What follows belongs to an exercise in optimizing a design on an open flow for small area; a production flow would make more cautious choices. In this exercise RTL edits were held to simulation tests only and were not proved equivalent to the original. Power is estimated from default activity; no workload was simulated. No driver is modelled on the clock port, so clocking that relies on it looks cheaper here than on a real chip.

<file path="flow/flow/run.sh">
#!/bin/bash
set -e
export BUFFER_PORTS_ARGS="-buffer_cell sky130_fd_sc_hd__buf_1"
export CTS_ARGS="-sink_clustering_enable -repair_clock_nets -dont_use_dummy_load -buf_list sky130_fd_sc_hd__clkbuf_16 -sink_clustering_size 30 -sink_clustering_max_diameter 100"
bash standard.sh finish > standard.log 2>&1
</file>
<file path="flow/config.mk">
export PLATFORM = sky130hd
export DESIGN_NAME = axil_mem_core
export DESIGN_NICKNAME = axil_mem_core
export VERILOG_FILES = /design/flow/design.v
export SDC_FILE = /design/flow/constraint.sdc
export NUM_CORES = 4
export LEC_CHECK = 0
export CAP_MARGIN = 20
export CORE_MARGIN = 2
export CORE_UTILIZATION = 45
export CTS_BUF_LIST = sky130_fd_sc_hd__clkbuf_16
export CTS_CLUSTER_DIAMETER = 100
export CTS_CLUSTER_SIZE = 30
export PLACE_DENSITY = 0.6
export SLEW_MARGIN = 20
export SYNTH_HIERARCHICAL = 1
export SYNTH_MINIMUM_KEEP_SIZE = 0
</file>
<file path="flow/constraint.sdc">
create_clock -name core_clock -period 5.0 [get_ports {clk}]
set_input_delay 1.0000 -clock core_clock [delete_from_list [all_inputs] [get_ports {clk}]]
set_output_delay 1.0000 -clock core_clock [all_outputs]
set_load 0.01 [all_outputs]
</file>
<file path="flow/design.v">
package axil_mem_pkg;
    typedef enum logic [1:0] {
        RESP_OKAY   = 2'b00,
        RESP_SLVERR = 2'b10,
        RESP_DECERR = 2'b11
    } resp_t;
    localparam logic [7:0] ERR_CNT_MAX = 8'hFF;
    function automatic logic [7:0] err_sat_add(input logic [7:0] cnt, input logic [1:0] inc);
        logic [8:0] sum;
        sum = {1'b0, cnt} + {7'b0, inc};
        err_sat_add = sum[8] ? ERR_CNT_MAX : sum[7:0];
    endfunction
endpackage
module axil_mem_core
#(
    parameter int DATA_WIDTH   = 32,
    parameter int DATA_DEPTH   = 64,
    parameter int ADDR_WIDTH   = 8,
    parameter int RO_LIMIT     = 10,
    parameter int READ_LATENCY = 2
) (
    input  logic                    clk,
    input  logic                    resetn,
    input  logic                    WEN,
    input  logic [ADDR_WIDTH-1:0]   AWADDR,
    input  logic [DATA_WIDTH/8-1:0] WSTRB,
    input  logic [DATA_WIDTH-1:0]   WDATA,
    output logic [1:0]              WRESP,
    output logic                    WDONE,
    input  logic                    REN,
    input  logic [ADDR_WIDTH-1:0]   ARADDR,
    output logic [DATA_WIDTH-1:0]   RDATA,
    output logic [1:0]              RRESP,
    output logic                    RDONE,
    output logic [7:0]              ERR_CNT
);
    localparam int NBYTES = DATA_WIDTH / 8;
    logic [DATA_WIDTH-1:0] mem [RO_LIMIT:DATA_DEPTH-1];
    logic w_dec, w_slv;
    assign w_dec = 32'(AWADDR) >= 32'(DATA_DEPTH);
    assign w_slv = 32'(AWADDR) <  32'(RO_LIMIT);
    genvar gi;
    generate
        for (gi = RO_LIMIT; gi < DATA_DEPTH; gi++) begin : g_word
            for (genvar gb = 0; gb < NBYTES; gb++) begin : g_byte
                always_ff @(posedge clk) begin
                    if (WEN && (32'(AWADDR) == gi) && WSTRB[gb]) begin
                        mem[gi][gb*8 +: 8] <= WDATA[gb*8 +: 8];
                    end
                end
            end
        end
    endgenerate
    localparam int NWR  = DATA_DEPTH - RO_LIMIT;
    localparam int NGRP = (NWR + 2) / 3;
    logic [3*NGRP-1:0]     rsel;
    logic [DATA_WIDTH-1:0] ro_dat;
    logic                  rd_dec;
    always_comb begin
        rsel   = '0;
        ro_dat = '0;
        for (int i = RO_LIMIT; i < DATA_DEPTH; i++) begin
            rsel[i-RO_LIMIT] = (32'(ARADDR) == i);
        end
        for (int i = 0; i < RO_LIMIT; i++) begin
            if (32'(ARADDR) == i) ro_dat = DATA_WIDTH'(RO_LIMIT - i);
        end
        rd_dec = 32'(ARADDR) >= 32'(DATA_DEPTH);
    end
    logic [DATA_WIDTH-1:0] rd_dat_n;
    generate
        for (genvar gb = 0; gb < DATA_WIDTH; gb++) begin : g_rbit
            logic [NGRP-1:0]  grp_n;
            logic [3*NGRP-1:0] wd;
            for (genvar gw = 0; gw < 3*NGRP; gw++) begin : g_wd
                if (gw < NWR) begin : g_real
                    assign wd[gw] = mem[gw+RO_LIMIT][gb];
                end else begin : g_pad
                    assign wd[gw] = 1'b0;
                end
            end
            for (genvar gg = 0; gg < NGRP; gg++) begin : g_grp
                axil_mem_aoi3 u_aoi (
                    .a (wd[3*gg +: 3]),
                    .s (rsel[3*gg +: 3]),
                    .y (grp_n[gg])
                );
            end
            axil_mem_nandn #(.N(NGRP)) u_or (
                .a  (grp_n),
                .c  (ro_dat[gb]),
                .yn (rd_dat_n[gb])
            );
        end
    endgenerate
    logic                  vld0, vld1, seen;
    logic [DATA_WIDTH-1:0] dat0_n, dat1_n;
    logic                  dec0, dec1;
    always_ff @(posedge clk) begin
        dat0_n <= rd_dat_n;
        dec0   <= rd_dec;
    end
    always_ff @(posedge clk) begin
        if (vld0) dat1_n <= dat0_n;
    end
    always_ff @(posedge clk or negedge resetn) begin
        if (!resetn) begin
            vld0 <= 1'b0;
            vld1 <= 1'b0;
            seen <= 1'b0;
            dec1 <= 1'b1;
        end else begin
            vld0 <= REN;
            vld1 <= vld0;
            if (vld0) begin
                seen <= 1'b1;
                dec1 <= dec0;
            end
        end
    end
    assign RDONE = vld1;
    assign RRESP = {dec1, dec1};
    assign RDATA = ~dat1_n & {DATA_WIDTH{seen}};
    always_ff @(posedge clk or negedge resetn) begin
        if (!resetn) begin
            WDONE <= 1'b0;
            WRESP <= axil_mem_pkg::RESP_DECERR;
        end else begin
            WDONE <= WEN;
            if (WEN) begin
                WRESP <= {w_dec | w_slv, w_dec};
            end
        end
    end
    logic [1:0] err_inc;
    assign err_inc = {1'b0, WDONE & WRESP[1]} + {1'b0, RDONE & dec1};
    always_ff @(posedge clk or negedge resetn) begin
        if (!resetn) begin
            ERR_CNT <= '0;
        end else begin
            ERR_CNT <= axil_mem_pkg::err_sat_add(ERR_CNT, err_inc);
        end
    end
endmodule
module axil_mem_aoi3 (
    input  logic [2:0] a,
    input  logic [2:0] s,
    output logic       y
);
    assign y = ~|(a & s);
endmodule
module axil_mem_nandn #(
    parameter int N = 18
) (
    input  logic [N-1:0] a,
    input  logic         c,
    output logic         yn
);
    assign yn = &a & ~c;
endmodule
</file>
<file path="flow/standard.sh">
#!/bin/bash
# synth_recipe.tcl (not shown) runs the flow's synth.tcl, then flattens the netlist and writes it again
# the make line also repeats each setting of config.mk as NAME=value (left out here)
make -C /OpenROAD-flow-scripts/flow DESIGN_CONFIG=/design/flow/config.mk WORK_HOME=/design/flow/orfs CLKGATE_MAP_FILE= SYNTH_SCRIPT=/design/flow/synth_recipe.tcl "${@:-finish}"
</file>
==> summary.txt, run 1 <==
Outcome
  – Run status: complete, no violations

Synth
  – Post-synthesis sequential area ratio: a little under nine tenths
  – Mean Syn Cell Area: about 21 um^2
  – Yosys reg bits: between 1500 and 2000
  – Synth unique cells: 40
  – Number of flops mapped to enable cells by yosys: between 1500 and 2000
  – Mapped Cells: approximately 3000
  – Synth Flop Type: edfxtp_1
  – Synth Warn #: 8
  – FFs w/ async S/R, synth: 0.830%
  – Mapped cell area: approximately 63000 um^2

Layout
  – Fillers: between 10000 and 15000
  – Register Area: 53900 um^2
  – Syn-to-layout area delta: 10.5%
  – Share of cells above drive strength 1: 11.5%
  – Multi-input combinational cell area: about 9500 um^2
  – Post-route cell area: approximately 70000 um^2
  – Nets@finish: between 3000 and 4000
  – Layout Cells excl Fill: around 5300

Critical path
  – Worst path top cell family by delay: simple AND/OR/NAND/NOR gates
  – R2r setup slk: between 2000 and 3000 ps
  – CP Capture Type: flip-flop
  – Worst R2R Start: WRESP[1]
  – Worst setup SP type: input pin
  – Critical-path cell list: buf_1 > and2_1 > nand3_1 > nor2_4 > a222oi_1 > nand4_1 > nor4_1 > and4b_1
  – WP data arrival: 4000 ps
  – Reg-to-Reg End: ERR_CNT[6]
  – Critical path required time: roughly 5600 ps
  – Crit path kind: in -> reg
  – Worst-path fanout max: 23
  – Crit-path slowest cell: nor2_4
  – Largest stage delay, worst path: about 990 ps
  – R2R cell count: 7
  – Sum of buffers and inverters on the critical path: 1

Timing
  – Final worst slack: about 1600 ps
  – Max-slew violation count: 0
  – Final Hold Viols: 0
  – Maximum operating frequency: 293 MHz
  – Period utilization: approximately two thirds
  – Tightest Pin Transition: 1190 ps
  – Clock skew: between 70 and 80 ps
  – RSZ-0062 raised after global routing: false
  – Setup TNS Final: 0 ps
  – Tmin final: 3410 ps
  – Setup-failing EPs final: 0
  – Worst rel slew slack: 20.5%

Clock tree
  – Clock slew at reported path FFs: roughly 110 ps
  – Clk latency of the worst-skew pair: 710 ps
  – H-tree depth: 3
  – CTS Buf Count: 71
  – Cts hold-fix bufs: 0
  – Postcts setup bufs: 0
  – Bufs on Longest Clock Path: 3
  – TritonCTS clock tree: yes
  – Clock sink count: approximately 1800
  – Post-CTS Resized: 0
  – Root Driver: clkbuf_16

Global route
  – Largest net degree at the start of global routing: 55
  – Global route total overflow: 0
  – Total track usage: 25.1%
  – Vias in the first global route: 33300
  – Initial antenna violation count: 17
  – First-pass GRT wire length: 253 mm

Route
  – DR iter-0 viols: roughly 7400
  – Post-Route WL: 181 mm
  – # DRC: 0
  – Avg WL per Cell: roughly 34 um
  – Post-DRT Antenna Nets: 0
  – Vias per inst: around 6.7
  – Routed vias: between 30000 and 40000
  – Pre-antenna DRT Iters: 13

Placed design
  – Placement Setup Slack: 958 ps
  – Placed Cells: 5212
  – Placed instance area: ~68000 um^2
  – DP HPWL: 114 mm
  – Routability cong.: around 0.86
  – # port buffers: around 100

Power and ir drop
  – Cell Pwr Density: roughly 350 nW/um^2
  – VDD IR max: between 200 and 250 uV
  – LEAKAGE: 20.8 nW
  – Total Power: 0.0243 W

Die
  – Die footprint: between 100000 and 150000 um^2
  – Row cnt: between 100 and 150
  – Die Span X: between 300 and 400 um
  – Die height: between 300 and 400 um
  – Core Region: approximately 140000 um^2
  – Initial Utilization: between 40 and 50%
  – I/O pins: slightly above 100

Run
  – # Max-Cap Violations: 0

Hold path
  – Hold Crit Class: in -> async
==> cell type report <==
cell class              count  area share, %
multi-input cells        1213           13.6
flip-flops and latches   1808           77.4
diodes                      2        0.00718
inverters                   3         0.0162
repair buffers            312           3.06
well taps                1876           3.37
clock buffers              71           2.55
==> power by group <==
part           switching (W)  internal (W)
clock                0.00429       0.00258
sequential         0.0000709        0.0167
combinational       0.000515      0.000151
total                0.00488        0.0194
==> synth_stat cells, types with 2 or more instances <==
library cell	number	area (um^2)
o21ai_0	3	15.0
nand3_2	4	40.0
edfxtp_1	1760	52900
nand2b_1	2	12.5
a31oi_1	2	12.5
nor4_1	32	200
dfstp_2	3	78.8
and4b_1	32	320
buf_4	3	22.5
mux2_2	3	33.8
dfxtp_1	33	661
clkbuf_1	21	78.8
a21oi_1	3	15.0
nand3b_1	2	15.0
and2b_1	2	15.0
dfrtp_1	12	300
buf_2	17	85.1
nand3_1	20	100
and2_1	2	12.5
nand4_1	134	838
inv_1	3	11.3
nand2_1	32	120
or3_1	2	12.5
xnor2_1	2	17.5
and3b_1	3	26.3
nor2_1	279	1050
a222oi_1	576	5770
nor2b_1	39	244
==> metal layers <==
layer	vias up	GRT usage [%]	wire, um
li1	14400	-	-
met1	18300	36.9	71300
met2	2214	38.8	83700
met3	219	4.90	22200
met4	20	5.89	4130
met5	-	0	115
==> layout by cell type, fill, tap and decap left out, types with 3 or more instances in the layout <==
| master | synthesis | layout |
|---|---|---|
| nor2_1 | 279 | 223 |
| nor2_2 | 1 | 3 |
| clkbuf_2 | 0 | 17 |
| o21ai_0 | 3 | 3 |
| nor2_4 | 0 | 54 |
| nor4_1 | 32 | 32 |
| a222oi_1 | 576 | 576 |
| nand2_2 | 0 | 4 |
| buf_2 | 17 | 7 |
| nand2_1 | 32 | 28 |
| conb_1 | 1 | 28 |
| clkbuf_4 | 0 | 9 |
| nor2b_1 | 39 | 39 |
| mux2_2 | 3 | 3 |
| and3b_1 | 3 | 3 |
| nand3_2 | 4 | 5 |
| dfxtp_1 | 33 | 33 |
| buf_4 | 3 | 203 |
| nand3_1 | 20 | 19 |
| clkbuf_16 | 0 | 71 |
| inv_1 | 3 | 3 |
| buf_1 | 0 | 68 |
| and4b_1 | 32 | 32 |
| edfxtp_1 | 1760 | 1760 |
| dfrtp_1 | 12 | 10 |
| buf_12 | 0 | 7 |
| dfstp_2 | 3 | 3 |
| a21oi_1 | 3 | 3 |
| nand4_1 | 134 | 134 |
==> state kept, by name (all words and copies together) (netlist names) <==
register,flops
dec1,1
mem,1728
dat0_n,32
dat1_n,32
WDONE,1
ERR_CNT,8
vld1,1
vld0,1
seen,1
dec0,1
WRESP,2
==> modules after synthesis, one instance, submodules excluded, excerpt <==
module         area [um^2]  flip-flops and latches  copies in the design
axil_mem_aoi3         10.0                       0                   576
axil_mem_core        56000                    1808                     1
==> worst max-delay path by stage <==
stage,cells past startpoint,endpoint,startpoint
finish,8,dat0_n[4],ARADDR[0]
global route,9,dat0_n[17],ARADDR[3]
CTS,2,RDATA[30],seen
detailed placement,8,dat0_n[4],ARADDR[0]
global placement,9,dat0_n[21],ARADDR[0]
floorplan,7,dat0_n[0],ARADDR[5]
==> kinds of logic (layout without fill, tap and decap cells) <==
logic type	Yosys count	count (layout)	share of synthesized area, %
mux	3	3	0.0536
buf+inv	44	386	0.313
xor+xnor	3	3	0.0417
simple gates	593	593	4.87
flops	1808	1808	85.5
fa+ha+maj	2	2	0.0516
compound gates	584	584	9.21
other cells	1	30	0.00595
==> metrics by stage <==
stage / utilization, % / hold WS, ps
final: 50.0 / 266
after CTS: 50.0 / 225
after global routing: 50.0 / 268
after detailed placement: 48.7 / 396
after floorplan: - / 386
after global placement: 48.7 / 389
==> inputs of run 2 (changes only) <==
==> flow/run.sh (new file) <==
#!/bin/bash
# synth_recipe.tcl (not shown) runs the flow's synth.tcl, then flattens the netlist and writes it again
# the make line also repeats each setting of config.mk as NAME=value (left out here)
make -C /OpenROAD-flow-scripts/flow DESIGN_CONFIG=/design/flow/config.mk WORK_HOME=/design/flow/orfs CLKGATE_MAP_FILE= SYNTH_SCRIPT=/design/flow/synth_recipe.tcl finish
--- a/flow/config.mk
+++ b/flow/config.mk
@@ -11,3 +11,2 @@
 export CTS_BUF_LIST = sky130_fd_sc_hd__clkbuf_16
-export CTS_CLUSTER_DIAMETER = 100
 export CTS_CLUSTER_SIZE = 30
removed: flow/flow/run.sh
removed: flow/standard.sh
==> run 2 against run 1 <==
Non-clock buffer count up 7. Register-to-register slack about the same. Via count up 2.9%. Sequential power barely moved. Sequential cell count is the same. Critical path depth fell by 6. Count of clock-buffer cells in the layout up 114. Cell count increased by 4.8%. Combinational power rose by 12%. Worst hold slack gained 150 ps. Critical path type is now reg -> out. Core utilization up 3.1 points. Setup slack worse by 560 ps. Largest cell class unchanged.
==> summary.txt, run 2 <==
Power and ir drop
  – Net Sw Frac: 20.5%
  – Internal Power: approximately 0.024 W
  – Total Power: about 0.030 W
  – VDD IR max: around 270 uV
  – Comb pwr share: ~2.5%
  – Cell Pwr Density: 406 nW/um^2
  – Sequential share of power: about 56%
  – Psw: around 0.0062 W
  – Clock power frac: around two fifths
  – LEAKAGE: ~23 nW

Outcome
  – Run status: complete, no violations

Layout
  – Most common cell after layout, fill and taps aside: edfxtp_1
  – Most flop-heavy register: mem
  – Largest register FFs: between 1500 and 2000
  – Largest registers: mem (1728), dat0_n (32), dat1_n (32)
  – Syn-to-layout area delta: 17.2%
  – Antenna cells: 0
  – Nets@finish: approximately 3600
  – Share of cells above drive strength 1: about 15%
  – Most frequent cells in the layout: 1760 x edfxtp_1, 576 x a222oi_1, 225 x nor2_1

Critical path
  – CP Capture Type: output port
  – Critical path required time: about 4000 ps
  – Worst setup SP type: flip-flop
  – Crit path kind: reg -> out
  – WP data arrival: 2970 ps
  – Worst-path fanout max: 33

Clock tree
  – Cts hold-fix bufs: 0
  – CTS Buf Count: 179
  – Postcts setup bufs: 0
  – Bufs on Longest Clock Path: 3
  – Clk latency of the worst-skew pair: 820 ps
  – Root Driver: clkbuf_16
  – Post-CTS Resized: 0
  – Clock sink count: roughly 1800
  – Clock slew at reported path FFs: approximately 60 ps
  – H-tree depth: 4
  – TritonCTS clock tree: yes

Route
  – Post-DRT Antenna Nets: 0
  – Routed vias: ~36000
  – Vias per inst: 6.53
  – Pre-antenna DRT Iters: 14
  – # DRC: 0
  – Avg WL per Cell: 33.8 um
  – Post-Route WL: ~190 mm
  – DR iter-0 viols: 6997

Global route
  – First-pass GRT wire length: ~260 mm
  – Vias in the first global route: 34200
  – Largest net degree at the start of global routing: between 50 and 60
  – Global route total overflow: 0
  – Total track usage: 26.1%
  – Initial antenna violation count: 8

Timing
  – Final worst slack: a little over 1000 ps
  – Maximum operating frequency: 252 MHz
  – Setup TNS Final: 0 ps
  – Clock skew: between 20 and 30 ps
  – Worst rel slew slack: between 10% and 20%
  – Max-slew violation count: 0
  – Final Hold Viols: 0
  – Setup-failing EPs final: 0
  – Min Hold Slack: between 400 and 500 ps
  – Period utilization: about four fifths
  – Tmin final: 3970 ps
  – RSZ-0062 raised after global routing: false
  – Tightest Pin Transition: 1240 ps

Synth
  – Post-synthesis sequential area ratio: between 80 and 90%
  – Area contributors post-synth: edfxtp_1 84%, a222oi_1 9.1%, nor2_1 1.7%
  – Cell with the most instances after synthesis: edfxtp_1
  – FFs w/ async S/R, synth: less than 1%
  – Synth Flop Type: edfxtp_1
  – Yosys top cell area share: a little over four fifths
  – Mapped Cells: 3038
  – Yosys reg bits: approximately 1800
  – Mapped cell area: 63100 um^2
  – Synth Warn #: 8
  – Synth unique cells: 40
  – Mean Syn Cell Area: 20.8 um^2
  – Post-synth top cells: 1760 x edfxtp_1, 576 x a222oi_1, 279 x nor2_1
  – Number of flops mapped to enable cells by yosys: 1760
  – Synth area leader: edfxtp_1

Placed design
  – Placement Setup Slack: 566 ps
  – DP HPWL: 118 mm
  – Routability cong.: 0.857
  – # port buffers: 101

Die
  – I/O pins: slightly above 100
  – Core Region: 139000 um^2
  – Die Span X: roughly 380 um
  – Die height: 378 um
  – Row cnt: ~140
  – Initial Utilization: a little under half
  – Die footprint: around 140000 um^2

Hold path
  – Hold Crit Class: reg -> reg

Run
  – # Max-Cap Violations: 0
[run 2: per-layer routing]
| layer | up-vias | part of all wire, % | global-route usage (%) |
|---|---|---|---|
| li1 | 14800 | - | - |
| met3 | 275 | 12 | 5.76 |
| met4 | 8 | 2.7 | 7.60 |
| met2 | 2480 | 46 | 39.7 |
| met1 | 18600 | 39 | 37.9 |
| met5 | - | 0.025 | 0 |
[run 2: area by class of cell]
class / count / area [um^2]
inverter: 3 / 11.3
multi-input combinational: 1213 / 9490
tap: 1876 / 2350
clock inverter: 135 / 816
timing repair buffer: 319 / 2740
sequential: 1808 / 53900
fill: 10800 / 65400
clock buffer: 185 / 4630
[run 2: path summary, 6_finish.rpt]
check,cells past startpoint,slack [ps],startpoint,end
setup / recovery,2,1030,seen,RDATA[28]
hold / removal,0,420,dat0_n[14],dat1_n[14]
setup reg to reg,7,2790,WRESP[1],ERR_CNT[6]
hold reg to reg,0,420,dat0_n[14],dat1_n[14]
max in group asynchronous,1,3590,resetn,vld0
min in group asynchronous,1,720,resetn,vld1
[run 2: critical path: stages (launching register included)]
cell,delay (ps)
dfrtp_2,950
nor2b_1,530
clkdlybuf4s50_1,640
[run 2: per-stage QoR]
step,instances,cell area [um^2],util [%]
final,5539,73900,53.0
after global routing,5539,73900,53.0
after CTS,5537,73800,53.0
after detailed placement,5217,68400,49.1
after global placement,5217,68400,49.1
after floorplan,3065,63200,-
[run 2: power groups by stage]
stage          logic [W]  clock network (W)  registers, W
2_1_floorplan   0.000189                  0        0.0171
5_1_grt         0.000794             0.0133        0.0168
6_report        0.000745             0.0125        0.0168
3_5_place_dp    0.000738                  0        0.0171
4_1_cts         0.000739             0.0127        0.0168
3_3_place_gp    0.000722                  0        0.0171
[run 2: cells by family after synthesis]
group           after synthesis  share of synthesized area [%]
mux                           3                         0.0536
xor+xnor                      3                         0.0417
compound gates              584                           9.21
fa+ha+maj                     2                         0.0516
simple gates                593                           4.87
buf+inv                      44                          0.313
other cells                   1                        0.00595
flops                      1808                           85.5
[run 2: Yosys stat by module (local to each module, per instance), excerpt]
| module | area, um^2 | flops+latches | times used | cells inside |
|---|---|---|---|---|
| axil_mem_core | 56000 | 1808 | 1 | 2270 |
| axil_mem_aoi3 | 10.0 | 0 | 576 | 1 |
==> inputs of run 3 (changes only) <==
--- a/flow/config.mk
+++ b/flow/config.mk
@@ -11,2 +11,3 @@
 export CTS_BUF_LIST = sky130_fd_sc_hd__clkbuf_16
+export CTS_CLUSTER_DIAMETER = 100
 export CTS_CLUSTER_SIZE = 30
==> run 3 against run 2 <==
Count of clock-buffer cells in the layout decreased by 109. Register-to-register slack about the same. Critical endpoint unchanged. Non-clock buffer count grew 3. Power down 17%. Sequential power about the same. Fmax up 1.9%. Combinational power increased by 0.5%. Routed wire length is 1.2% lower. Critical path depth unchanged. Clock power shrank 41%. Largest power group unchanged.
==> summary.txt, run 3 <==
Critical path
  – CP Capture Point: RDATA[28]
  – Crit path kind: reg -> out
  – R2R cell count: 7
  – Worst setup SP type: flip-flop
  – Reg-to-Reg End: ERR_CNT[6]
  – Worst-path fanout max: 33
  – Critical path required time: roughly 4000 ps
  – CP Capture Type: output port
  – R2r setup slk: between 2000 and 3000 ps
  – Worst R2R Start: WRESP[1]
  – CP startpoint: seen
  – WP data arrival: approximately 2900 ps

Synth
  – Synth Warn #: 8
  – Post-synth top cells: 1760 x edfxtp_1, 576 x a222oi_1, 279 x nor2_1
  – Mean Syn Cell Area: roughly 21 um^2
  – Mapped cell area: between 60000 and 70000 um^2
  – Number of flops mapped to enable cells by yosys: approximately 1800
  – FFs w/ async S/R, synth: less than 1%
  – Yosys reg bits: around 1800
  – Yosys top cell area share: a little over four fifths
  – Mapped Cells: slightly above 3000
  – Post-synthesis sequential area ratio: between 80% and 90%
  – Synth Flop Type: edfxtp_1
  – Area contributors post-synth: edfxtp_1 84%, a222oi_1 9.1%, nor2_1 1.7%
  – Synth area leader: edfxtp_1
  – Synth unique cells: 40
  – Cell with the most instances after synthesis: edfxtp_1

Layout
  – Syn-to-layout area delta: 12.2%
  – Largest registers: mem (1728), dat0_n (32), dat1_n (32)
  – Largest register FFs: roughly 1700
  – Most flop-heavy register: mem
  – Fillers: around 11000
  – Nets@finish: approximately 3500
  – Antenna cells: 0
  – Share of cells above drive strength 1: between 10% and 20%
  – Register Area: between 50000 and 60000 um^2
  – Multi-input combinational cell area: around 9500 um^2
  – Most frequent cells in the layout: 1760 x edfxtp_1, 576 x a222oi_1, 225 x nor2_1
  – Post-route cell area: approximately 71000 um^2
  – Most common cell after layout, fill and taps aside: edfxtp_1

Die
  – Core Region: between 100000 and 150000 um^2
  – Row cnt: ~140
  – Die height: ~380 um
  – I/O pins: 102
  – Die footprint: between 100000 and 150000 um^2
  – Die Span X: 378 um
  – Initial Utilization: 45.3%

Global route
  – Global route total overflow: 0
  – Total track usage: 25.5%
  – First-pass GRT wire length: between 200 and 300 mm
  – Initial antenna violation count: 9
  – Vias in the first global route: 33100
  – Largest net degree at the start of global routing: 55

Timing
  – RSZ-0062 raised after global routing: false
  – Period utilization: approximately four fifths
  – Setup TNS Final: 0 ps
  – Setup-failing EPs final: 0
  – Final Hold Viols: 0
  – Max-slew violation count: 0
  – Clock skew: about 37 ps
  – Worst rel slew slack: between 10% and 20%
  – Tightest Pin Transition: roughly 1200 ps
  – Min Hold Slack: approximately 430 ps
  – Maximum operating frequency: approximately 260 MHz
  – Tmin final: between 3000 and 4000 ps

Placed design
  – # port buffers: between 100 and 150
  – Placed instance area: approximately 68000 um^2
  – Routability cong.: approximately 0.86
  – DP HPWL: 118 mm

Clock tree
  – TritonCTS clock tree: yes
  – CTS Buf Count: 71
  – Bufs on Longest Clock Path: 3
  – Postcts setup bufs: 0
  – Cts hold-fix bufs: 0
  – Clk latency of the worst-skew pair: ~700 ps
  – H-tree depth: 3
  – Clock slew at reported path FFs: approximately 120 ps
  – Clock sink count: about 1800
  – Post-CTS Resized: 0
  – Root Driver: clkbuf_16

Route
  – Vias per inst: ~6.7
  – Routed vias: approximately 36000
  – # DRC: 0
  – Pre-antenna DRT Iters: 14
  – Avg WL per Cell: between 30 and 40 um
  – Post-Route WL: about 180 mm
  – Post-DRT Antenna Nets: 0
  – DR iter-0 viols: around 7300

Run
  – # Max-Cap Violations: 0

Outcome
  – Run status: complete, no violations

Power and ir drop
  – LEAKAGE: between 20 and 25 nW
  – VDD IR max: ~220 uV
  – Cell Pwr Density: 352 nW/um^2

Hold path
  – Hold Crit Class: reg -> reg
## run 3: cell counts after synthesis
No cell type changed its count.
## run 3: Yosys stat by module (local to each module, per instance), excerpt
module         times used  flip-flops and latches  cells inside  cell area [um^2]
axil_mem_aoi3         576                       0             1              10.0
axil_mem_core           1                    1808          2270             56000
## run 3: how the worst min path moves through the flow
stage	end	startpoint	cells after the start	slack (ps)
2_1_floorplan	dat1_n[0]	dat0_n[0]	0	390
3_3_place_gp	dat1_n[27]	dat0_n[27]	0	410
3_5_place_dp	dat1_n[27]	dat0_n[27]	0	400
4_1_cts	dat1_n[27]	dat0_n[27]	0	430
5_1_grt	dat1_n[27]	dat0_n[27]	0	440
6_report	dat1_n[27]	dat0_n[27]	0	430
## run 3: cell families after synthesis
kind of cell    count (synthesis)  synth area share [%]
buf+inv                        44                 0.313
other cells                     1               0.00595
compound gates                584                  9.21
mux                             3                0.0536
xor+xnor                        3                0.0417
fa+ha+maj                       2                0.0516
simple gates                  593                  4.87
flops                        1808                  85.5
## run 3: area by class of cell
cell class / instances / area share [%]
Clock buffer: 76 / 2.69
Clock inverter: 48 / 0.405
Inverter: 3 / 0.0159
Multi-Input combinational cell: 1213 / 13.4
Sequential cell: 1808 / 76.2
Tap cell: 1876 / 3.32
Timing Repair Buffer: 322 / 3.97
## run 3: per-stage QoR
| stage | utilization, % | power, W | setup slack (ps) | cells |
|---|---|---|---|---|
| 2_1_floorplan | - | 0.0173 | 1620 | 3065 |
| 3_3_place_gp | 49.1 | 0.0178 | 557 | 5217 |
| 3_5_place_dp | 49.1 | 0.0179 | 566 | 5217 |
| 4_1_cts | 50.6 | 0.0250 | 1040 | 5341 |
| 5_1_grt | 50.8 | 0.0256 | 977 | 5346 |
| 6_report | 50.8 | 0.0249 | 1100 | 5346 |
## run 3: metal layers
| layer | share of wire, % | vias up | track usage, % |
|---|---|---|---|
| li1 | - | 14500 | - |
| met1 | 39 | 18500 | 37.8 |
| met2 | 46 | 2380 | 39.4 |
| met3 | 12 | 214 | 4.72 |
| met4 | 2.4 | 8 | 6.19 |
| met5 | 0.025 | - | 0 |
## run 3: where the power goes
part           switching (W)  leakage (nW)  total [W]  internal (W)
Clock                0.00448          1.21    0.00741       0.00293
Sequential         0.0000726          16.3     0.0168        0.0167
Combinational       0.000524          3.94   0.000749      0.000226
Total                0.00508          21.4     0.0249        0.0198
## run 3: worst max-delay path, stage by stage (launching register included)
cell and delay [ps]:
dfrtp_2 980, nor2b_1 530, clkdlybuf4s50_1 640
==> inputs of run 4 (changes only) <==
--- a/flow/design.v
+++ b/flow/design.v
@@ -88,7 +88,13 @@
             end
-            axil_mem_nandn #(.N(NGRP)) u_or (
-                .a  (grp_n),
-                .c  (ro_dat[gb]),
-                .yn (rd_dat_n[gb])
-            );
+            if (gb < $clog2(RO_LIMIT + 1)) begin : g_ro
+                axil_mem_andn #(.N(NGRP + 1)) u_or (
+                    .a  ({~ro_dat[gb], grp_n}),
+                    .y  (rd_dat_n[gb])
+                );
+            end else begin : g_rw
+                axil_mem_andn #(.N(NGRP)) u_or (
+                    .a  (grp_n),
+                    .y  (rd_dat_n[gb])
+                );
+            end
         end
@@ -151,3 +157,3 @@
 endmodule
-module axil_mem_nandn #(
+module axil_mem_andn #(
     parameter int N = 18
@@ -155,6 +161,31 @@
     input  logic [N-1:0] a,
-    input  logic         c,
-    output logic         yn
+    output logic         y
 );
-    assign yn = &a & ~c;
+    logic [3:0] h;
+    logic       z;
+    for (genvar k = 0; k < 4; k++) begin : g_nand
+        axil_mem_nand4 u_nand (.a(a[4*k +: 4]), .y(h[k]));
+    end
+    axil_mem_nor4 u_nor (.a(h), .y(z));
+    axil_mem_andw #(.W(N - 15)) u_and (.a({a[N-1:16], z}), .y(y));
 endmodule
+module axil_mem_nand4 (
+    input  logic [3:0] a,
+    output logic       y
+);
+    assign y = ~&a;
+endmodule
+module axil_mem_nor4 (
+    input  logic [3:0] a,
+    output logic       y
+);
+    assign y = ~|a;
+endmodule
+module axil_mem_andw #(
+    parameter int W = 3
+) (
+    input  logic [W-1:0] a,
+    output logic         y
+);
+    assign y = &a;
+endmodule
==> flow/flow/run.sh (new file) <==
#!/bin/bash
set -e
export BUFFER_PORTS_ARGS="-buffer_cell sky130_fd_sc_hd__buf_1"
export CTS_ARGS="-sink_clustering_enable -repair_clock_nets -dont_use_dummy_load -buf_list sky130_fd_sc_hd__clkbuf_16 -sink_clustering_size 30 -sink_clustering_max_diameter 100"
bash standard.sh finish > standard.log 2>&1
==> flow/standard.sh (new file) <==
#!/bin/bash
# synth_recipe.tcl (not shown) runs the flow's synth.tcl, then flattens the netlist and writes it again
# the make line also repeats each setting of config.mk as NAME=value (left out here)
make -C /OpenROAD-flow-scripts/flow DESIGN_CONFIG=/design/flow/config.mk WORK_HOME=/design/flow/orfs CLKGATE_MAP_FILE= SYNTH_SCRIPT=/design/flow/synth_recipe.tcl "${@:-finish}"
--- a/flow/config.mk
+++ b/flow/config.mk
@@ -7,3 +7,3 @@
 export LEC_CHECK = 0
-export CAP_MARGIN = 20
+export CAP_MARGIN = 0
 export CORE_MARGIN = 2
@@ -14,3 +14,3 @@
 export PLACE_DENSITY = 0.6
-export SLEW_MARGIN = 20
+export SLEW_MARGIN = 0
 export SYNTH_HIERARCHICAL = 1
removed: flow/run.sh
==> run 4 against run 3 <==
Core utilization decreased by 1.2 points. Sequential power about the same. Synthesized cell count about the same. Combinational power down 12%. Largest cell class unchanged.
==> summary.txt, run 4 <==
Outcome
  – Run status: complete, no violations

Synth
  – FFs w/ async S/R, synth: less than 1%
  – Synth unique cells: 37
  – Yosys top cell area share: a little over four fifths
  – Mean Syn Cell Area: slightly above 20 um^2
  – Post-synth top cells: 1760 x edfxtp_1, 576 x a222oi_1, 279 x nor2_1
  – Cell with the most instances after synthesis: edfxtp_1
  – Yosys reg bits: between 1500 and 2000
  – Mapped cell area: ~63000 um^2
  – Synth Warn #: 8
  – Synth Flop Type: edfxtp_1
  – Area contributors post-synth: edfxtp_1 84%, a222oi_1 9.1%, nor2_1 1.7%
  – Mapped Cells: 3037
  – Synth area leader: edfxtp_1
  – Number of flops mapped to enable cells by yosys: about 1800
  – Post-synthesis sequential area ratio: 85.4%

Die
  – Row cnt: ~140
  – Core Region: 139000 um^2
  – Die Span X: 379 um
  – Die footprint: around 140000 um^2
  – I/O pins: 102
  – Die height: around 380 um
  – Initial Utilization: between 40% and 50%

Global route
  – Initial antenna violation count: 13
  – Total track usage: ~25%
  – Global route total overflow: 0
  – Largest net degree at the start of global routing: 55
  – Vias in the first global route: about 33000
  – First-pass GRT wire length: 255 mm

Critical path
  – Worst setup SP type: input pin
  – CP Capture Type: flip-flop
  – Worst-path fanout max: 16
  – Reg-to-Reg End: dat0_n[22]
  – R2r setup slk: between 2000 and 3000 ps
  – Worst R2R Start: mem[31][22]
  – Critical path required time: between 5000 and 6000 ps
  – Crit path kind: in -> reg
  – WP data arrival: between 3000 and 4000 ps
  – R2R cell count: 4

Clock tree
  – Postcts setup bufs: 0
  – Clock slew at reported path FFs: 110 ps
  – H-tree depth: 3
  – TritonCTS clock tree: yes
  – Root Driver: clkbuf_16
  – Clock sink count: 1808
  – CTS Buf Count: 70
  – Clk latency of the worst-skew pair: approximately 710 ps
  – Cts hold-fix bufs: 0
  – Bufs on Longest Clock Path: 3
  – Post-CTS Resized: 0

Timing
  – Period utilization: roughly three quarters
  – Max-slew violation count: 0
  – Setup-failing EPs final: 0
  – Tmin final: between 3000 and 4000 ps
  – Clock skew: between 50 and 60 ps
  – Final Hold Viols: 0
  – Tightest Pin Transition: approximately 1300 ps
  – Setup TNS Final: 0 ps
  – Maximum operating frequency: 273 MHz
  – Min Hold Slack: between 300 and 400 ps
  – RSZ-0062 raised after global routing: false
  – Worst rel slew slack: between 10% and 20%

Layout
  – Most frequent cells in the layout: 1760 x edfxtp_1, 576 x a222oi_1, 225 x nor2_1
  – Most flop-heavy register: mem
  – Nets@finish: 3368
  – Largest register FFs: around 1700
  – Fillers: between 10000 and 15000
  – Largest registers: mem (1728), dat0_n (32), dat1_n (32)
  – Most common cell after layout, fill and taps aside: edfxtp_1
  – Syn-to-layout area delta: 9.46%
  – Share of cells above drive strength 1: 10.6%

Route
  – Vias per inst: around 6.7
  – Post-DRT Antenna Nets: 0
  – Pre-antenna DRT Iters: 14
  – # DRC: 0
  – Routed vias: roughly 35000
  – Post-Route WL: about 180 mm
  – Avg WL per Cell: between 30 and 40 um
  – DR iter-0 viols: 8105

Placed design
  – DP HPWL: approximately 120 mm
  – Routability cong.: 0.875
  – # port buffers: just over 100

Hold path
  – WHS Endpoint: vld0
  – Worst Hold Depth: 1
  – Hold Crit Class: in -> reg
  – Hold Path Origin: REN

Run
  – # Max-Cap Violations: 0

Power and ir drop
  – Cell Pwr Density: between 300 and 400 nW/um^2
  – VDD IR max: 232 uV
  – Total Power: around 0.024 W
  – LEAKAGE: 20.3 nW
==> run 4: cell count changes in the layout (fill, tap and decap cells not counted), sizes merged, moves of 28 or more <==
cell	previous run	this run
conb	28	0
inv	45	3
clkdlybuf4s50	69	0
and4b	32	0
buf	253	209
and3	1	29
==> run 4: through the flow <==
stage | area (um^2) | worst slack, ps | util [%] | instances
floorplan | 63100 | 1650 | - | 3037
global placement | 67300 | 755 | 48.3 | 5114
detailed placement | 67300 | 700 | 48.3 | 5114
CTS | 69100 | 1420 | 49.6 | 5184
global route | 69100 | 1300 | 49.6 | 5184
finish | 69100 | 1330 | 49.6 | 5188
==> run 4: cell type report <==
class	count	area [um^2]	share of cell area (%)
Multi-Input combinational cell	1186	9490	13.7
Antenna cell	4	10.0	0.0145
Clock buffer	70	1750	2.54
Inverter	3	11.3	0.0163
Timing Repair Buffer	241	1600	2.31
Sequential cell	1808	53900	78.0
Tap cell	1876	2350	3.40
==> run 4: how the worst max path moves through the flow <==
stage,start,cells after the start,to,slack [ps]
after floorplan,ARADDR[7],7,dat0_n[0],1650
after global placement,AWADDR[7],4,mem[50][8],760
after detailed placement,AWADDR[7],4,mem[50][8],700
after CTS,AWADDR[7],4,mem[50][8],1420
after global routing,AWADDR[7],4,mem[51][9],1300
final,AWADDR[7],4,mem[50][14],1330
==> run 4: power breakdown <==
part	internal (W)	switching, W	leakage, nW	total [W]
combinational	0.000145	0.000513	3.16	0.000657
clock	0.00254	0.00426	0.863	0.00680
sequential	0.0167	0.0000942	16.2	0.0168
==> run 4: critical path, cell delays in order <==
cell,delay [ps]
buf_1,80
nor2_2,720
nand4_1,1010
nor2_1,1120
==> run 4: cells by family after synthesis <==
group	count (synthesis)	share of synthesized area [%]
xor gates and xnor gates	3	0.0416
muxes	3	0.0535
DFF	1808	85.4
buffers and inverters	43	0.279
adders and majority gates	2	0.0515
AOI/OAI and AO/OA	584	9.20
and+or+nand+nor	594	5.00
==> run 4: modules after synthesis (local to each module, per instance), a selection <==
module	area, um^2	copies in the design	cells inside	flops+latches
axil_mem_nor4	12.5	32	1	0
axil_mem_aoi3	10.0	576	1	0
axil_mem_nand4	6.26	128	1	0
axil_mem_core	55900	1	2269	1808
==> run 4: layer usage <==
layer / wire length (um) / GRT usage, % / vias up
met3: 23000 / 4.45 / 228
li1: - / - / 14200
met4: 4900 / 6.52 / 16
met5: 102 / 0 / -
met1: 72000 / 37.6 / 18200
met2: 84600 / 39.0 / 2324
==> inputs of run 5 (changes only) <==
--- a/flow/config.mk
+++ b/flow/config.mk
@@ -9,3 +9,3 @@
 export CORE_MARGIN = 2
-export CORE_UTILIZATION = 45
+export CORE_UTILIZATION = 55
 export CTS_BUF_LIST = sky130_fd_sc_hd__clkbuf_16
@@ -13,3 +13,3 @@
 export CTS_CLUSTER_SIZE = 30
-export PLACE_DENSITY = 0.6
+export PLACE_DENSITY = 0.7
 export SLEW_MARGIN = 0
==> run 5 against run 4 <==
Die area down 18%. Critical path depth rose by 6. Sequential cell count is the same. Register-to-register slack lost 170 ps. Still clean. Power down 0.61%. Largest cell class unchanged. Non-clock buffer count down 1. Critical path type unchanged.
==> summary.txt, run 5 <==
Layout
  – Most common cell after layout, fill and taps aside: edfxtp_1
  – Largest register FFs: 1728
  – Fillers: 7914
  – Largest registers: mem (1728), dat0_n (32), dat1_n (32)
  – Layout Cells excl Fill: 4821
  – Nets@finish: around 3400
  – Most frequent cells in the layout: 1760 x edfxtp_1, 576 x a222oi_1, 225 x nor2_1
  – Share of cells above drive strength 1: 10.6%
  – Most flop-heavy register: mem
  – Syn-to-layout area delta: 8.12%

Global route
  – Vias in the first global route: 33300
  – Total track usage: between 20% and 30%
  – Initial antenna violation count: 10
  – GR Util met1: 41.0%
  – Grt peak-use layer: met2
  – Met2 Use GR: between 40% and 50%
  – Global route total overflow: 0
  – Global Route met3 Usage: 6.13%
  – Largest net degree at the start of global routing: 55
  – First-pass GRT wire length: 241 mm

Clock tree
  – CTS Buf Count: 70
  – Clock slew at reported path FFs: approximately 110 ps
  – TritonCTS clock tree: yes
  – H-tree depth: 3
  – Clock sink count: ~1800
  – Cts hold-fix bufs: 0
  – Clk latency of the worst-skew pair: 690 ps
  – Root Driver: clkbuf_16
  – Bufs on Longest Clock Path: 3
  – Post-CTS Resized: 0
  – Postcts setup bufs: 0

Synth
  – Post-synthesis sequential area ratio: between 80% and 90%
  – Yosys top cell area share: a little over four fifths
  – Mean Syn Cell Area: between 20 and 25 um^2
  – Cell with the most instances after synthesis: edfxtp_1
  – Synth Flop Type: edfxtp_1
  – Synth unique cells: 37
  – Mapped Cells: between 3000 and 4000
  – Synth area leader: edfxtp_1
  – FFs w/ async S/R, synth: less than 1%
  – Yosys reg bits: between 1500 and 2000
  – Mapped cell area: approximately 63000 um^2
  – Post-synth top cells: 1760 x edfxtp_1, 576 x a222oi_1, 279 x nor2_1
  – Area contributors post-synth: edfxtp_1 84%, a222oi_1 9.1%, nor2_1 1.7%
  – Synth Warn #: 8
  – Number of flops mapped to enable cells by yosys: approximately 1800

Die
  – Core Region: approximately 110000 um^2
  – Row cnt: ~120
  – Die footprint: ~120000 um^2
  – I/O pins: roughly 100
  – Die height: about 340 um
  – Die Span X: around 340 um
  – Initial Utilization: between 50% and 60%

Critical path
  – Worst setup SP type: input pin
  – WP data arrival: roughly 4200 ps
  – R2R cell count: 4
  – Critical path required time: between 5000 and 6000 ps
  – Critical-path cell list: buf_1 > nor2_1 > nand3b_1 > buf_4 > nor2_2 > buf_4 > a222oi_1 > nand4_1 > nor4_2 > and3_1
  – Largest stage delay, worst path: about 700 ps
  – Worst-path fanout max: 17
  – CP Capture Type: flip-flop
  – Most common cell on crit path: buf_4
  – R2r setup slk: about 2800 ps
  – Crit-path slowest cell: a222oi_1
  – Crit path kind: in -> reg

Outcome
  – Run status: complete, no violations

Route
  – # DRC: 0
  – Pre-antenna DRT Iters: 14
  – Post-DRT Antenna Nets: 0
  – Post-Route WL: ~170 mm
  – Vias per inst: about 7.3
  – Avg WL per Cell: between 30 and 40 um
  – Routed vias: roughly 35000
  – DR iter-0 viols: around 8400

Power and ir drop
  – Cell Pwr Density: between 300 and 400 nW/um^2
  – Psw: between 0.004 and 0.005 W
  – VDD IR max: around 220 uV
  – Sequential share of power: a little over two thirds
  – Internal Power: ~0.019 W
  – LEAKAGE: 20.2 nW
  – Comb pwr share: under 10%
  – Total Power: between 0.02 and 0.025 W
  – Net Sw Frac: between 10% and 20%
  – Clock power frac: around 28%

Timing
  – Clock skew: ~41 ps
  – Tmin final: between 3000 and 4000 ps
  – Max-slew violation count: 0
  – Final Hold Viols: 0
  – Setup TNS Final: 0 ps
  – Setup-failing EPs final: 0
  – Tightest Pin Transition: 1320 ps
  – Period utilization: 71.2%
  – RSZ-0062 raised after global routing: false
  – Maximum operating frequency: roughly 280 MHz
  – Min Hold Slack: between 300 and 400 ps
  – Worst rel slew slack: between 10% and 20%

Placed design
  – # port buffers: 101
  – DP HPWL: 112 mm
  – Routability cong.: slightly above 0.9
  – Placed Cells: 4749

Run
  – # Max-Cap Violations: 0

Hold path
  – Hold Crit Class: in -> async
run 5: cell count changes in the layout (fill, tap and decap cells not counted):
cell / previous run / this run
diode_2: 4 / 2
nor4_2: 32 / 33
nand3_2: 7 / 5
nand2_2: 4 / 8
nor4_1: 1 / 0
nor2_2: 1 / 55
buf_12: 10 / 1
buf_4: 130 / 138
nand2_1: 28 / 24
nand3_1: 19 / 21
nor2_4: 54 / 0
run 5: layout make-up:
| cell class | instances | area, um^2 | share of cell area [%] |
|---|---|---|---|
| clock buffers | 70 | 1750 | 2.57 |
| flip-flops and latches | 1808 | 53900 | 79.0 |
| repair buffers | 240 | 1480 | 2.16 |
| well taps | 1512 | 1890 | 2.77 |
| multi-input cells | 1186 | 9220 | 13.5 |
| diodes | 2 | 5.00 | 0.00733 |
| inverters | 3 | 11.3 | 0.0165 |
run 5: critical path, delay by kind of cell:
kind            cells  cell delay (ps)
buf+inv             3              750
compound gates      1              700
simple gates        6             1700
run 5: logic make-up after synthesis:
family                     count (synthesis)  share of synthesized area, %
adders and majority gates                  2                        0.0515
buffers and inverters                     43                         0.279
muxes                                      3                        0.0535
and+or+nand+nor                          594                          5.00
xor gates and xnor gates                   3                        0.0416
AOI/OAI and AO/OA                        584                          9.20
DFF                                     1808                          85.4
run 5: power by group through the flow:
| stage | clock, W | sequential (W) | combinational, W |
|---|---|---|---|
| floorplan | 0 | 0.0171 | 0.000190 |
| global placement | 0 | 0.0171 | 0.000622 |
| detailed placement | 0 | 0.0171 | 0.000651 |
| CTS | 0.00671 | 0.0168 | 0.000651 |
| global route | 0.00718 | 0.0168 | 0.000700 |
| finish | 0.00668 | 0.0168 | 0.000655 |
run 5: path summary, 6_finish.rpt:
kind / startpoint / end
max: ARADDR[7] / dat0_n[22]
min: resetn / vld0
max reg2reg: mem[25][22] / dat0_n[22]
min reg2reg: dat0_n[28] / dat1_n[28]
max in group asynchronous: resetn / vld0
min in group core_clock: dat0_n[28] / dat1_n[28]
run 5: modules after synthesis (local to each module, per instance), a selection:
module	copies in the design	area (um^2)
axil_mem_aoi3	576	10.0
axil_mem_core	1	55900
axil_mem_nand4	128	6.26
axil_mem_nor4	32	12.5
run 5: per-layer routing:
layer  up-vias  share of wire (%)
li1      14200                  -
met1     17800                 35
met2      2890                 47
met3       326                 14
met4        10                3.8
met5         -              0.035
run 5: metrics by stage:
step                util (%)  cell area, um^2  setup WS [ps]
floorplan                  -            63100           1650
global placement        58.3            66500            930
detailed placement      58.3            66500            915
CTS                     59.8            68200           1610
global route            59.8            68200           1450
finish                  59.8            68200           1440
==> inputs of run 6 (changes only) <==
--- a/flow/design.v
+++ b/flow/design.v
@@ -37,2 +37,3 @@
     localparam int NBYTES = DATA_WIDTH / 8;
+    localparam int IDX_W  = (DATA_DEPTH > 1) ? $clog2(DATA_DEPTH) : 1;
     logic [DATA_WIDTH-1:0] mem [RO_LIMIT:DATA_DEPTH-1];
@@ -58,2 +59,4 @@
     logic                  rd_dec;
+    logic [IDX_W-1:0]      ra_idx;
+    assign ra_idx = ARADDR[IDX_W-1:0];
     always_comb begin
@@ -62,6 +65,6 @@
         for (int i = RO_LIMIT; i < DATA_DEPTH; i++) begin
-            rsel[i-RO_LIMIT] = (32'(ARADDR) == i);
+            rsel[i-RO_LIMIT] = (32'(ra_idx) == i);
         end
         for (int i = 0; i < RO_LIMIT; i++) begin
-            if (32'(ARADDR) == i) ro_dat = DATA_WIDTH'(RO_LIMIT - i);
+            if (32'(ra_idx) == i) ro_dat = DATA_WIDTH'(RO_LIMIT - i);
         end
@@ -101,3 +104,3 @@
     endgenerate
-    logic                  vld0, vld1, seen;
+    logic                  vld0, vld1;
     logic [DATA_WIDTH-1:0] dat0_n, dat1_n;
@@ -115,3 +118,2 @@
             vld1 <= 1'b0;
-            seen <= 1'b0;
             dec1 <= 1'b1;
@@ -121,3 +123,2 @@
             if (vld0) begin
-                seen <= 1'b1;
                 dec1 <= dec0;
@@ -128,3 +129,3 @@
     assign RRESP = {dec1, dec1};
-    assign RDATA = ~dat1_n & {DATA_WIDTH{seen}};
+    assign RDATA = ~(dat1_n | {DATA_WIDTH{dec1}});
     always_ff @(posedge clk or negedge resetn) begin
@@ -168,4 +169,11 @@
     end
-    axil_mem_nor4 u_nor (.a(h), .y(z));
-    axil_mem_andw #(.W(N - 15)) u_and (.a({a[N-1:16], z}), .y(y));
+    if (N <= 18) begin : g_n2
+        logic [1:0] zz;
+        axil_mem_nor2 u_nor0 (.a(h[1:0]), .y(zz[0]));
+        axil_mem_nor2 u_nor1 (.a(h[3:2]), .y(zz[1]));
+        axil_mem_andw #(.W(N - 14)) u_and (.a({a[N-1:16], zz}), .y(y));
+    end else begin : g_n4
+        axil_mem_nor4 u_nor (.a(h), .y(z));
+        axil_mem_andw #(.W(N - 15)) u_and (.a({a[N-1:16], z}), .y(y));
+    end
 endmodule
@@ -176,2 +184,8 @@
     assign y = ~&a;
+endmodule
+module axil_mem_nor2 (
+    input  logic [1:0] a,
+    output logic       y
+);
+    assign y = ~|a;
 endmodule
==> run 6 against run 5 <==
Global-route usage increased by 0.34 points. Sequential cell count decreased by 1. Fmax decreased by 2.1%. Largest power group unchanged. Largest cell class unchanged. First-iteration DRC count up 4.0%. Critical endpoint is now dat0_n[13]. Worst hold slack got worse by 41 ps. Cell area shrank 0.50%. Clock power hardly changed. Sequential share of layout area grew 0.36 points. Critical path depth decreased by 2. Still clean. Core utilization decreased by 0.30 points.
==> summary.txt, run 6 <==
Critical path
  – R2R cell count: 7
  – Critical-path cell list: buf_1 > nand2b_1 > nor2_2 > buf_4 > a222oi_1 > nand4_1 > nor2_1 > and4_1
  – Worst setup SP type: input pin
  – Critical path required time: roughly 5600 ps
  – WP data arrival: 4210 ps
  – Crit path kind: in -> reg
  – Largest stage delay, worst path: 1300 ps
  – CP Capture Type: flip-flop
  – Worst-path fanout max: 17
  – Crit-path slowest cell: nor2_2

Route
  – Post-Route WL: about 170 mm
  – # DRC: 0
  – Post-DRT Antenna Nets: 0
  – Routed vias: between 30000 and 40000
  – Pre-antenna DRT Iters: 14
  – Vias per inst: ~7.4
  – Avg WL per Cell: ~36 um
  – DR iter-0 viols: just under 9000

Clock tree
  – Cts hold-fix bufs: 0
  – H-tree depth: 3
  – Clk latency of the worst-skew pair: around 700 ps
  – TritonCTS clock tree: yes
  – Clock slew at reported path FFs: approximately 110 ps
  – Post-CTS Resized: 0
  – CTS Buf Count: 70
  – Bufs on Longest Clock Path: 3
  – Clock sink count: about 1800
  – Postcts setup bufs: 0
  – Root Driver: clkbuf_16

Placed design
  – Placed instance area: ~66000 um^2
  – Placed Cells: roughly 4700
  – # port buffers: between 100 and 150
  – Routability cong.: slightly below 0.9
  – DP HPWL: roughly 110 mm

Die
  – Die height: about 340 um
  – Core Region: 114000 um^2
  – I/O pins: around 100
  – Row cnt: between 100 and 150
  – Die Span X: 343 um
  – Initial Utilization: between 50% and 60%
  – Die footprint: roughly 120000 um^2

Power and ir drop
  – VDD IR max: about 250 uV
  – Cell Pwr Density: 359 nW/um^2
  – LEAKAGE: between 20 and 25 nW

Synth
  – Synth unique cells: 39
  – FFs w/ async S/R, synth: less than 1%
  – Yosys top cell area share: a little over four fifths
  – Mapped Cells: ~3100
  – Yosys reg bits: roughly 1800
  – Post-synth top cells: 1760 x edfxtp_1, 576 x a222oi_1, 367 x nor2_1
  – Mapped cell area: around 63000 um^2
  – Synth Warn #: 8
  – Mean Syn Cell Area: 20.6 um^2
  – Cell with the most instances after synthesis: edfxtp_1
  – Synth area leader: edfxtp_1
  – Post-synthesis sequential area ratio: a little under nine tenths
  – Area contributors post-synth: edfxtp_1 84%, a222oi_1 9.1%, nor2_1 2.2%
  – Synth Flop Type: edfxtp_1
  – Number of flops mapped to enable cells by yosys: between 1500 and 2000

Timing
  – RSZ-0062 raised after global routing: false
  – Final Hold Viols: 0
  – Max-slew violation count: 0
  – Tmin final: around 3600 ps
  – Maximum operating frequency: 275 MHz
  – Period utilization: just over 70%
  – Clock skew: 46.2 ps
  – Setup TNS Final: 0 ps
  – Min Hold Slack: between 300 and 400 ps
  – Setup-failing EPs final: 0
  – Worst rel slew slack: under 10%
  – Tightest Pin Transition: 1400 ps

Global route
  – Vias in the first global route: between 30000 and 40000
  – Global route total overflow: 0
  – Total track usage: between 20% and 30%
  – Largest net degree at the start of global routing: 55
  – First-pass GRT wire length: 244 mm
  – Initial antenna violation count: 14

Layout
  – Most frequent cells in the layout: 1760 x edfxtp_1, 576 x a222oi_1, 313 x nor2_1
  – Syn-to-layout area delta: 7.75%
  – Most flop-heavy register: mem
  – Largest registers: mem (1728), dat0_n (32), dat1_n (32)
  – Layout Cells excl Fill: slightly below 5000
  – Fillers: around 8000
  – Post-layout util: 59.6%
  – Share of cells above drive strength 1: around 9%
  – Nets@finish: 3364
  – Largest register FFs: around 1700
  – Post-route cell area: just under 70000 um^2
  – Most common cell after layout, fill and taps aside: edfxtp_1

Outcome
  – Run status: complete, no violations

Run
  – # Max-Cap Violations: 0

Hold path
  – Hold Crit Class: in -> async
-- run 6: cells by family after synthesis --
family,after synthesis,share of synthesized area (%)
compound gates,585,9.22
xor+xnor,3,0.0417
fa+ha+maj,2,0.0516
buf+inv,45,0.351
flops,1807,85.5
mux,2,0.0357
simple gates,622,4.83
-- run 6: area by class of cell --
| class | instances | area, um^2 | area share [%] |
|---|---|---|---|
| Sequential cell | 1807 | 53900 | 79.3 |
| Multi-Input combinational cell | 1214 | 9090 | 13.4 |
| Tap cell | 1512 | 1890 | 2.79 |
| Clock buffer | 70 | 1750 | 2.58 |
| Timing Repair Buffer | 211 | 1280 | 1.89 |
| Antenna cell | 8 | 20.0 | 0.0295 |
| Inverter | 2 | 7.51 | 0.0111 |
-- run 6: power by group --
part / internal [W] / switching, W / total (W)
Combinational: 0.000197 / 0.000638 / 0.000835
Sequential: 0.0167 / 0.000154 / 0.0169
Clock: 0.00254 / 0.00415 / 0.00669
Total: 0.0195 / 0.00494 / 0.0244
-- run 6: final timing paths --
path | end | from | slack [ps]
min | vld0 | resetn | 340
max reg2reg | ERR_CNT[6] | dec1 | 2310
max in group asynchronous | vld0 | resetn | 4160
min in group core_clock | vld0 | REN | 410
max | dat0_n[13] | ARADDR[4] | 1360
min reg2reg | dat1_n[19] | dat0_n[19] | 480
-- run 6: worst max-delay path, delay by kind of cell --
family | cells | cell delay [ps]
AOI/OAI and AO/OA | 1 | 130
buffers and inverters | 2 | 560
and+or+nand+nor | 5 | 2480
-- run 6: layer usage --
layer | wire length [um] | GRT usage (%) | up-vias
li1 | - | - | 14200
met1 | 59800 | 41.4 | 18100
met2 | 80900 | 45.8 | 2991
met3 | 26700 | 6.70 | 288
met4 | 6180 | 9.65 | 4
met5 | 52 | 0 | -
-- run 6: metrics by stage --
stage               setup WS (ps)  total power, W
floorplan                    1770          0.0174
global placement              899          0.0180
detailed placement            837          0.0180
CTS                          1530          0.0244
global route                 1320          0.0249
finish                       1360          0.0244
-- run 6: modules after synthesis (local to each module, per instance), a selection --
| module | times used | flops+latches |
|---|---|---|
| axil_mem_core | 1 | 1807 |
| axil_mem_nor4 | 4 | 0 |
| axil_mem_aoi3 | 576 | 0 |
| axil_mem_nand4 | 128 | 0 |
| axil_mem_nor2 | 56 | 0 |
==> inputs of run 7 (changes only) <==
--- a/flow/config.mk
+++ b/flow/config.mk
@@ -9,3 +9,3 @@
 export CORE_MARGIN = 2
-export CORE_UTILIZATION = 55
+export CORE_UTILIZATION = 60
 export CTS_BUF_LIST = sky130_fd_sc_hd__clkbuf_16
@@ -13,3 +13,3 @@
 export CTS_CLUSTER_SIZE = 30
-export PLACE_DENSITY = 0.7
+export PLACE_DENSITY = 0.75
 export SLEW_MARGIN = 0
==> run 7 against run 6 <==
Still clean on timing, DRC and antenna. Register-to-register slack better by 30 ps. Sequential share of layout area grew 0.43 points. Non-clock buffer count decreased by 19. Synthesized cell count stayed put. Critical path type is now reg -> out. Highest routed layer unchanged.
==> summary.txt, run 7 <==
Synth
  – Post-synthesis sequential area ratio: a little under nine tenths
  – XOR/XNOR Fraction of Synth Area: 0.0417%
  – Yosys reg bits: 1807
  – Mean Syn Cell Area: about 20 um^2
  – Mapped cell area: 63000 um^2
  – Synth Warn #: 8
  – Area contributors post-synth: edfxtp_1 84%, a222oi_1 9.1%, nor2_1 2.2%
  – Post-synth top cells: 1760 x edfxtp_1, 576 x a222oi_1, 367 x nor2_1
  – Mapped Cells: 3066
  – Synth Flop Type: edfxtp_1
  – Largest family of logic cells by synthesized area: compound AO/OA/AOI/OAI gates
  – Cell with the most instances after synthesis: edfxtp_1
  – Synth area leader: edfxtp_1
  – Yosys top cell area share: a little over four fifths
  – Synth Area in Compound Gates: a little under a tenth
  – Number of flops mapped to enable cells by yosys: approximately 1800
  – Synth unique cells: 39
  – Post-Synth Adder-Cell Area: less than 1%
  – Mux contribution to synthesized area: 0.0357%
  – Simple-Gate Fraction of Synth Area: 4.83%
  – FFs w/ async S/R, synth: less than 1%

Critical path
  – R2R cell count: 7
  – Worst-path fanout max: 36
  – Worst setup SP type: flip-flop
  – WP data arrival: between 2000 and 2500 ps
  – Crit path kind: reg -> out
  – Critical path required time: ~4000 ps
  – R2r setup slk: roughly 2300 ps
  – Crit-path slowest cell: dfstp_2
  – CP Capture Type: output port
  – Worst R2R Start: dec1
  – Largest stage delay, worst path: about 1100 ps
  – Reg-to-Reg End: ERR_CNT[6]
  – Critical-path cell list: nor2_1 > buf_1

Die
  – Die footprint: approximately 110000 um^2
  – Core Region: about 100000 um^2
  – Initial Utilization: approximately three fifths
  – Die height: between 300 and 400 um
  – Die Span X: about 330 um
  – Row cnt: 118
  – I/O pins: between 100 and 150

Timing
  – Clock skew: about 64 ps
  – Tightest Pin Transition: approximately 1300 ps
  – Setup TNS Final: 0 ps
  – Period utilization: between 60 and 70%
  – Tmin final: between 3000 and 4000 ps
  – Worst rel slew slack: a little under an eighth
  – RSZ-0062 raised after global routing: false
  – Max-slew violation count: 0
  – Maximum operating frequency: approximately 300 MHz
  – Final Hold Viols: 0
  – Setup-failing EPs final: 0

Route
  – Routed vias: 35000
  – Post-DRT Antenna Nets: 0
  – Vias per inst: between 7 and 8
  – Avg WL per Cell: 35.2 um
  – Post-Route WL: 164 mm
  – # DRC: 0
  – Pre-antenna DRT Iters: 15
  – DR iter-0 viols: about 8300

Power and ir drop
  – LEAKAGE: ~20 nW
  – VDD IR max: 396 uV
  – Total Power: 0.0243 W
  – Cell Pwr Density: around 360 nW/um^2

Run
  – # Max-Cap Violations: 0

Layout
  – Fillers: about 6600
  – Layout Cells excl Fill: 4669
  – Largest registers: mem (1728), dat0_n (32), dat1_n (32)
  – Most common cell after layout, fill and taps aside: edfxtp_1
  – Most frequent cells in the layout: 1760 x edfxtp_1, 576 x a222oi_1, 313 x nor2_1
  – Largest register FFs: roughly 1700
  – Most flop-heavy register: mem
  – Syn-to-layout area delta: 7.16%
  – Share of cells above drive strength 1: between 8 and 9%
  – Nets@finish: approximately 3300

Global route
  – Global route total overflow: 0
  – Initial antenna violation count: 9
  – Largest net degree at the start of global routing: between 50 and 60
  – Total track usage: a little under a third
  – First-pass GRT wire length: about 230 mm
  – Vias in the first global route: around 34000

Placed design
  – Routability cong.: around 0.95
  – # port buffers: 101
  – Placed Cells: 4595
  – DP HPWL: ~110 mm

Clock tree
  – Post-CTS Resized: 0
  – Clock slew at reported path FFs: approximately 100 ps
  – Clk latency of the worst-skew pair: between 600 and 700 ps
  – H-tree depth: 3
  – Postcts setup bufs: 0
  – Bufs on Longest Clock Path: 3
  – Clock sink count: around 1800
  – TritonCTS clock tree: yes
  – Root Driver: clkbuf_16
  – Cts hold-fix bufs: 0
  – CTS Buf Count: 70

Outcome
  – Run status: complete, no violations

Hold path
  – Hold Crit Class: in -> async
==> run 7: per-module statistics from Yosys, one instance, submodules excluded, a selection <==
module	cell area, um^2	cells	times used	flip-flops and latches
axil_mem_aoi3	10.0	1	576	0
axil_mem_core	55900	2270	1	1807
axil_mem_nand4	6.26	1	128	0
axil_mem_nor2	3.75	1	56	0
axil_mem_nor4	12.5	1	4	0
==> run 7: per-stage QoR <==
step / utilization, % / setup slack (ps) / instance area, um^2 / hold WS, ps
floorplan: - / 1770 / 63000 / 386
CTS: 65.1 / 1650 / 67500 / 350
finish: 65.1 / 1570 / 67500 / 344
detailed placement: 63.4 / 965 / 65800 / 396
global placement: 63.4 / 1130 / 65800 / 399
global route: 65.1 / 1540 / 67500 / 397
==> run 7: worst max-delay path by stage <==
stage | from | endpoint | slack (ps) | cells after the start
floorplan | ARADDR[1] | dat0_n[0] | 1770 | 8
global placement | AWADDR[7] | mem[55][9] | 1130 | 4
detailed placement | AWADDR[7] | mem[55][9] | 970 | 4
CTS | dec1 | RDATA[0] | 1650 | 2
global route | dec1 | RDATA[0] | 1540 | 2
finish | dec1 | RDATA[1] | 1570 | 2
==> run 7: critical path, delay by kind of cell, from the launching register on <==
family | cells | cell delay [ps]
buf+inv | 1 | 220
flops | 1 | 1130
simple gates | 1 | 400
==> run 7: kinds of logic (layout without fill, tap and decap cells) <==
group	Yosys count	in the layout
buffers and inverters	45	264
adder cells (fa/ha/maj)	2	2
other	0	4
AO/OA/AOI/OAI	585	585
multiplexers	2	2
XOR/XNOR	3	3
AND/OR/NAND/NOR	622	622
flip-flops	1807	1807
==> run 7: power by group <==
part	switching, W	leakage [nW]	internal, W
clock network	0.00408	0.863	0.00254
logic	0.000634	2.84	0.000193
registers	0.000119	16.3	0.0167
total	0.00484	20.0	0.0195
==> run 7: cell type report <==
| cell class | instances | area (um^2) | share of cell area [%] |
|---|---|---|---|
| sequential | 1807 | 53900 | 79.8 |
| multi-input combinational | 1214 | 9070 | 13.4 |
| clock buffer | 70 | 1750 | 2.59 |
| tap | 1380 | 1730 | 2.56 |
| timing repair buffer | 192 | 1100 | 1.63 |
| antenna | 4 | 10.0 | 0.0148 |
| inverter | 2 | 7.51 | 0.0111 |
==> run 7: routing by layer <==
layer	GRT usage [%]	wire length (um)
met1	42.3	55500
met5	0	82
met4	11.8	7510
met3	7.14	24800
met2	47.0	76400

## separate check: timing with driven ports
Ports are ideal in the flow. The routed layouts listed here were re-timed in OpenROAD.
Step 1 assumes that a clkbuf_16 drives the clock port and a buf_2 every other input.
Step 2 moves the port delays by t, midway between the first and last clock arrival at a register: inputs arrive t later, outputs are due t later. That takes back most of the time a late clock gives input paths.
a / b / c = ideal / step 1 / step 2; a / b = the first two.
run	t (ns)	setup slack, ns	hold WS [ns]	worst setup path after step 2
run 1	0.746	1.587 / 1.586 / 0.866	0.266 / 0.213 / 0.425	input to register
run 2	0.882	1.025 / 0.954 / 0.507	0.420 / 0.420 / 0.420	input to register
run 3	0.760	1.099 / 1.029 / 0.482	0.429 / 0.429 / 0.429	input to register
run 4	0.760	1.331 / 1.390 / 0.630	0.395 / 0.341 / 0.416	input to register
run 5	0.742	1.439 / 1.478 / 0.736	0.379 / 0.340 / 0.423	input to register
run 6	0.728	1.363 / 1.343 / 0.616	0.338 / 0.298 / 0.477	input to register
run 7	0.726	1.572 / 1.497 / 0.909	0.344 / 0.296 / 0.391	input to register
After both steps every run listed still meets setup and hold. For run 6, which loses most, drivers alone change the setup slack by -0.020 ns; drivers and shift together by -0.747 ns.
